Context: an optimization exercise on an open-source flow, tuned for small area and a short achievable clock period. The choices shown serve that exercise and are no tape-out recipe.
At most, simulation tests tie the RTL to the original design; equivalence was not proved.
Power is estimated from default activity; no workload was simulated.

Design ex_stage, start of the top module:
module ex_stage (
    input  logic        clk,
    input  logic        arst_n_i,
    input  logic        inst_valid_i,
    input  logic [31:0] inst_pc_i,
    input  logic [6:0]  inst_opcode_i,
    input  logic [2:0]  inst_funct3_i,
    input  logic [6:0]  inst_funct7_i,
    input  logic [4:0]  inst_rd_i,
    input  logic [31:0] inst_imm_i,
    input  logic [31:0] inst_rs1_data_i,
    input  logic [31:0] inst_rs2_data_i,
    output logic        wb_valid_o,
    output logic [4:0]  wb_rd_o,
    output logic [31:0] wb_data_o,
    output logic        jump_valid_o,
    output logic [31:0] jump_target_o
);
Size in the first run: ~1,500 cells after synthesis, about 190 flip-flops, about 220 I/O pins, ~0.013 mm² of cells after synthesis.
export LEC_CHECK = 0
export CAP_MARGIN = 20
export CORE_MARGIN = 2
export CORE_UTILIZATION = 20
export SETUP_SLACK_MARGIN = 2.3
export SLEW_MARGIN = 20
create_clock -name core_clock -period 5.0 [get_ports {clk}]
standard.sh (not shown) runs the stock make flow with config.mk's settings and CLKGATE_MAP_FILE= SYNTH_SCRIPT=/design/flow/synth_recipe.tcl, a recipe that flattens the netlist after the stock synthesis.
==> flow/flow/run.sh <==
#!/bin/bash
# The standard layout, except that the port buffers are the smallest
# buffer (sky130_fd_sc_hd__buf_1) instead of the default choice; repair still
# resizes any of them that need it. ORFS keeps each step's full log under
# orfs/logs; make's own output goes to standard.log here.
set -euo pipefail
bash standard.sh "BUFFER_PORTS_ARGS=-buffer_cell sky130_fd_sc_hd__buf_1" finish > standard.log 2>&1
Edit:
CORE_UTILIZATION = 30   (was 20)
SETUP_SLACK_MARGIN = 2.4   (was 2.3)
TNS_END_PERCENT = 20   (was unset)
After rerunning:
- die area decreases by a quarter to a third
- routed wire length decreases by a few percent
- area after synthesis does not change
- sequential power hardly moves
Edit:
CORE_UTILIZATION = 25   (was 30)
SETUP_SLACK_MARGIN = 2.3   (was 2.4)
TNS_END_PERCENT = unset   (was 20)
What happened: Critical path depth climbs by 2. Wire length climbs slightly. Worst setup slack improved by 0.061 ns. Global-route usage drops by 3.3 points. Power climbs slightly. Final area drops by a few percent. Worst hold slack barely changes. Sequential cell count is unchanged.
Edit:
CORE_UTILIZATION = 30   (was 25)
After rerunning: Worst setup slack gets better by 0.025 ns. Final cell count shrinks by 3.4%. Sequential cell count stays the same. Worst hold slack barely changes. Combinational power barely changes. Die area falls by 16%. Critical path depth is higher by 2.

---

Another version of the RTL of ex_stage (not shown whole).
Size: ~1,500 cells after synthesis, about 180 flip-flops, about 220 I/O pins, about 13,000 um^2 of cells after synthesis.
==> flow/config.mk <==
export PLATFORM = sky130hd
export DESIGN_NAME = ex_stage
export DESIGN_NICKNAME = ex_stage
export VERILOG_FILES = /design/flow/design.v
export SDC_FILE = /design/flow/constraint.sdc
export NUM_CORES = 4
export LEC_CHECK = 0
export CAP_MARGIN = 20
export CORE_MARGIN = 2
export CORE_UTILIZATION = 40
export SETUP_SLACK_MARGIN = 2.3
export SLEW_MARGIN = 20
==> flow/constraint.sdc <==
create_clock -name core_clock -period 5.0 [get_ports {clk}]
set_input_delay 1.0000 -clock core_clock [delete_from_list [all_inputs] [get_ports {clk}]]
set_output_delay 1.0000 -clock core_clock [all_outputs]
set_load 0.01 [all_outputs]
Scripts as last shown in full above: flow/flow/run.sh
Then changed:
Settings changed: CORE_UTILIZATION 40 to 30.
The new run produced a clean layout; cell count grows by 6.6%; worst hold slack is about the same; utilization goes down by 12 points.

---

The RTL this note starts from:
==> flow/design.v <==
`timescale 1ns/1ps
package ex_pkg;
    typedef enum logic [6:0] {
        OPC_OP_IMM = 7'b0010011,
        OPC_OP     = 7'b0110011,
        OPC_LUI    = 7'b0110111,
        OPC_AUIPC  = 7'b0010111,
        OPC_JAL    = 7'b1101111,
        OPC_JALR   = 7'b1100111,
        OPC_BRANCH = 7'b1100011
    } opcode_e;
endpackage
`timescale 1ns/1ps
`timescale 1ns/1ps
`timescale 1ns/1ps
`timescale 1ns/1ps
import ex_pkg::*;
module ex_stage (
    input  logic        clk,
    input  logic        arst_n_i,
    input  logic        inst_valid_i,
    input  logic [31:0] inst_pc_i,
    input  logic [6:0]  inst_opcode_i,
    input  logic [2:0]  inst_funct3_i,
    input  logic [6:0]  inst_funct7_i,
    input  logic [4:0]  inst_rd_i,
    input  logic [31:0] inst_imm_i,
    input  logic [31:0] inst_rs1_data_i,
    input  logic [31:0] inst_rs2_data_i,
    output logic        wb_valid_o,
    output logic [4:0]  wb_rd_o,
    output logic [31:0] wb_data_o,
    output logic        jump_valid_o,
    output logic [31:0] jump_target_o
);
    localparam int BS = 4;           
    localparam int NB = 32 / BS;     
    function automatic logic [BS:0] padd(input logic [BS-1:0] px, input logic [BS-1:0] gx,
                                         input logic cin);
        logic [BS-1:0] p, g, gn, pn;
        p = px;
        g = gx;
        g[0] = g[0] | (p[0] & cin);
        pn = p;
        for (int d = 1; d < BS; d = d * 2) begin
            gn = g;
            for (int i = d; i < BS; i++) begin
                gn[i] = g[i] | (pn[i] & g[i-d]);
            end
            for (int i = BS - 1; i >= d; i--) begin
                pn[i] = pn[i] & pn[i-d];
            end
            g = gn;
        end
        padd = {g[BS-1], p ^ {g[BS-2:0], cin}};
    endfunction
    function automatic logic [NB:0] carries(input logic [NB-1:0] gen, input logic [NB-1:0] prop);
        logic [NB-1:0] g, p, gn;
        g = gen;
        p = prop;
        for (int d = 1; d < NB; d = d * 2) begin
            gn = g;
            for (int i = d; i < NB; i++) begin
                gn[i] = g[i] | (p[i] & g[i-d]);
            end
            for (int i = NB - 1; i >= d; i--) begin
                p[i] = p[i] & p[i-d];
            end
            g = gn;
        end
        carries = {g, 1'b0};
    endfunction
    logic is_op, is_opimm, is_alu, is_lui, is_auipc, is_jal, is_jalr, is_branch;
    logic [2:0] f3;
    logic       alt;
    assign f3        = inst_funct3_i;
    assign alt       = inst_funct7_i[5];
    assign is_op     = inst_opcode_i == OPC_OP;
    assign is_opimm  = inst_opcode_i == OPC_OP_IMM;
    assign is_alu    = is_op | is_opimm;
    assign is_lui    = inst_opcode_i == OPC_LUI;
    assign is_auipc  = inst_opcode_i == OPC_AUIPC;
    assign is_jal    = inst_opcode_i == OPC_JAL;
    assign is_jalr   = inst_opcode_i == OPC_JALR;
    assign is_branch = inst_opcode_i == OPC_BRANCH;
    logic [31:0] rs1, rs2, imm, pc;
    assign rs1 = inst_rs1_data_i;
    assign rs2 = inst_rs2_data_i;
    assign imm = inst_imm_i;
    assign pc  = inst_pc_i;
    logic b6, b5, b2;
    assign b6 = inst_opcode_i[6];
    assign b5 = inst_opcode_i[5];
    assign b2 = inst_opcode_i[2];
    logic [31:0] opb;
    assign opb = b5 ? rs2 : imm;
    logic alu_slt, sub, use_adder;
    assign alu_slt   = is_alu & (f3[2:1] == 2'b01);
    assign sub       = ~b2 & (b6 | (~f3[2] & (f3[1] | (b5 & alt))));
    assign use_adder = b2 | b6 | (~f3[2] & (f3[1] | ~f3[0]));
    logic [31:0] add_a, add_b, add_b_raw;
    assign add_a = ~b2 ? rs1 : (pc & {32{b6 | ~b5}});
    always_comb begin
        for (int i = 0; i < 32; i++) begin
            if (!b2)
                add_b_raw[i] = opb[i];
            else if (b6)
                add_b_raw[i] = (i == 2);
            else
                add_b_raw[i] = (i >= 12) & imm[i];
        end
    end
    assign add_b = add_b_raw ^ {32{sub}};
    logic        shl, sh_fill;
    logic [31:0] sh_in, sh_out;
    logic [32:0] sh_wide;
    assign shl = ~f3[2];
    always_comb begin
        for (int i = 0; i < 32; i++) sh_in[i] = shl ? rs1[31-i] : rs1[i];
    end
    assign sh_fill = ~shl & alt & rs1[31];
    assign sh_wide = $signed({sh_fill, sh_in}) >>> {opb[4:3], 3'b000};
    assign sh_out  = sh_wide[31:0];
    logic [31:0] other;
    logic [31:0] bx, ba;
    assign bx = add_a ^ add_b;
    assign ba = add_a & add_b;
    always_comb begin
        case (f3)
            3'b100:  other = bx;
            3'b110:  other = bx | ba;
            3'b111:  other = ba;
            default: other = sh_out;
        endcase
    end
    logic [31:0]   wsum, tsum;
    logic [NB-1:0] wgen, tgen;
    logic [31:0]   tgt_a;
    assign tgt_a = (b2 & ~inst_opcode_i[3]) ? rs1 : pc;
    for (genvar b = 0; b < NB; b++) begin : g_blk
        logic [BS:0] ws, ts;
        assign ws = padd(bx[b*BS +: BS], ba[b*BS +: BS], (b == 0) ? sub : 1'b0);
        assign ts = padd(tgt_a[b*BS +: BS] ^ imm[b*BS +: BS], tgt_a[b*BS +: BS] & imm[b*BS +: BS], 1'b0);
        assign wsum[b*BS +: BS] = use_adder ? ws[BS-1:0] : other[b*BS +: BS];
        assign wgen[b]          = use_adder & ws[BS];
        assign tsum[b*BS +: BS] = ts[BS-1:0];
        assign tgen[b]          = ts[BS];
    end
    logic br_ok, s1_wb, s1_jmp, s1_breq, s1_brlt, s1_uns, s1_neg, s1_cy, s1_brc;
    assign br_ok   = is_branch & (f3[2] | ~f3[1]);
    assign s1_wb   = inst_valid_i & (is_alu | is_lui | is_auipc | is_jal | is_jalr);
    logic eq;
    assign eq = &bx;
    assign s1_jmp  = inst_valid_i & (is_jal | is_jalr) | (s1_breq & (eq ^ s1_neg)) |
                     (s1_brlt & ~s1_cy & (rs1[31] ^ s1_neg));
    assign s1_breq = inst_valid_i & br_ok & ~f3[2];
    assign s1_brlt = inst_valid_i & br_ok & f3[2];
    assign s1_uns  = is_branch ? f3[1] : f3[0];
    assign s1_neg  = f3[0];
    assign s1_cy   = s1_uns | ~(rs1[31] ^ opb[31]);
    assign s1_brc  = s1_brlt & s1_cy;
    logic          wb_q, jmp_q, brc_q;
    logic          neg_q, slt_q, sl_q, sr_q, cy_q, a31_q, fill_q;
    logic [2:0]    fs_q;
    logic [4:0]    rd_q;
    logic [31:0]   wsum_q, tsum_q;
    logic [NB-1:0] wgen_q, tgen_q;
    always_ff @(posedge clk or negedge arst_n_i) begin
        if (!arst_n_i) begin
            wb_q   <= 1'b0;
            jmp_q  <= 1'b0;
            brc_q  <= 1'b0;
        end else begin
            wb_q   <= s1_wb;
            jmp_q  <= s1_jmp;
            brc_q  <= s1_brc;
        end
    end
    always_ff @(posedge clk) begin
        neg_q  <= s1_neg;
        slt_q  <= alu_slt;
        sl_q   <= is_alu & (f3 == 3'b001);
        sr_q   <= is_alu & (f3 == 3'b101);
        fill_q <= sh_fill;
        fs_q   <= opb[2:0];
        cy_q   <= s1_cy;
        a31_q  <= rs1[31];
        rd_q   <= inst_rd_i;
        wsum_q <= wsum;
        tsum_q <= tsum;
        wgen_q <= wgen;
        tgen_q <= tgen;
    end
    logic [NB:0]   wc, tc;
    logic [NB-1:0] wprop, tprop;
    logic [31:0]   wres, tres;
    for (genvar b = 0; b < NB; b++) begin : g_prop
        assign wprop[b] = &wsum_q[b*BS +: BS];
        assign tprop[b] = &tsum_q[b*BS +: BS];
    end
    assign wc = carries(wgen_q, wprop);
    assign tc = carries(tgen_q, tprop);
    for (genvar b = 0; b < NB; b++) begin : g_inc
        logic [BS-1:0] winc, tinc;
        assign winc = wsum_q[b*BS +: BS] + 1'b1;
        assign tinc = tsum_q[b*BS +: BS] + 1'b1;
        assign wres[b*BS +: BS] = wc[b] ? winc : wsum_q[b*BS +: BS];
        assign tres[b*BS +: BS] = tc[b] ? tinc : tsum_q[b*BS +: BS];
    end
    logic [38:0] fwide;
    logic [31:0] fsh, fsh_rev;
    assign fwide = {{7{fill_q}}, wsum_q} >> fs_q;
    assign fsh   = fwide[31:0];
    always_comb begin
        for (int i = 0; i < 32; i++) fsh_rev[i] = fsh[31-i];
    end
    logic ltu, lt;
    assign ltu   = ~wc[NB];
    assign lt    = cy_q ? ltu : a31_q;
    always_ff @(posedge clk or negedge arst_n_i) begin
        if (!arst_n_i) begin
            wb_valid_o   <= 1'b0;
            jump_valid_o <= 1'b0;
        end else begin
            wb_valid_o   <= wb_q;
            jump_valid_o <= jmp_q | (brc_q & (ltu ^ neg_q));
        end
    end
    always_ff @(posedge clk) begin
        wb_rd_o       <= rd_q;
        wb_data_o     <= slt_q ? {31'b0, lt} :
                         sl_q  ? fsh_rev :
                         sr_q  ? fsh :
                                 wres;
        jump_target_o <= tres;
    end
endmodule
export LEC_CHECK = 0
export CAP_MARGIN = 20
export CORE_MARGIN = 2
export CORE_UTILIZATION = 40
export SETUP_SLACK_MARGIN = 2.3
export SLEW_MARGIN = 20
create_clock -name core_clock -period 5.0 [get_ports {clk}]
Scripts as last shown in full above: flow/flow/run.sh
Rerun with:
Settings changed: CORE_UTILIZATION 40 to 30.
The changed run passed the timing, DRC and antenna checks.
Worst setup slack is better by 0.090 ns.
Die area is higher by 33%.
Core utilization is lower by 13 points.
Design area is lower by 0.31%.
No run of this note included a check of the RTL's function; only the layout flow was run.

-- re-timing with driven ports --
No port has a modelled driver above. Below, the same layouts with a new extraction and two added sets of constraints.
Step 1: set_driving_cell puts a clkbuf_16 on clk and a buf_2 on each other input, an assumption about the parent block.
Step 2 also shifts input and output timing later by t, the mid clock arrival at the registers, as if the neighbouring blocks saw the same clock.
a / b / c = no drivers / after step 1 / after step 2; a / b = the first two.
run	t (ns)	setup WS [ns]	worst slew at a driven data input, ns
the first run of note 1	0.550	2.273 / 2.287 / 1.738	0.15
the second run of note 1	0.532	2.228 / 2.196 / 1.664	0.11
the third run of note 1	0.544	2.289 / 2.310 / 1.766	0.12
the fourth run of note 1	0.538	2.314 / 2.322 / 1.784	0.13
the first run of note 2	0.504	2.256 / 2.281 / 1.778	0.08
the second run of note 2	0.524	2.321 / 2.321 / 1.797	0.10
the first run of note 3	0.508	1.671 / 1.670 / 1.162	0.09
the second run of note 3	0.536	1.761 / 1.757 / 1.222	0.11
After both steps setup and hold are still met in every run listed. For the second run of note 1, which loses most, drivers alone change the setup slack by -0.032 ns; drivers and shift together by -0.564 ns.
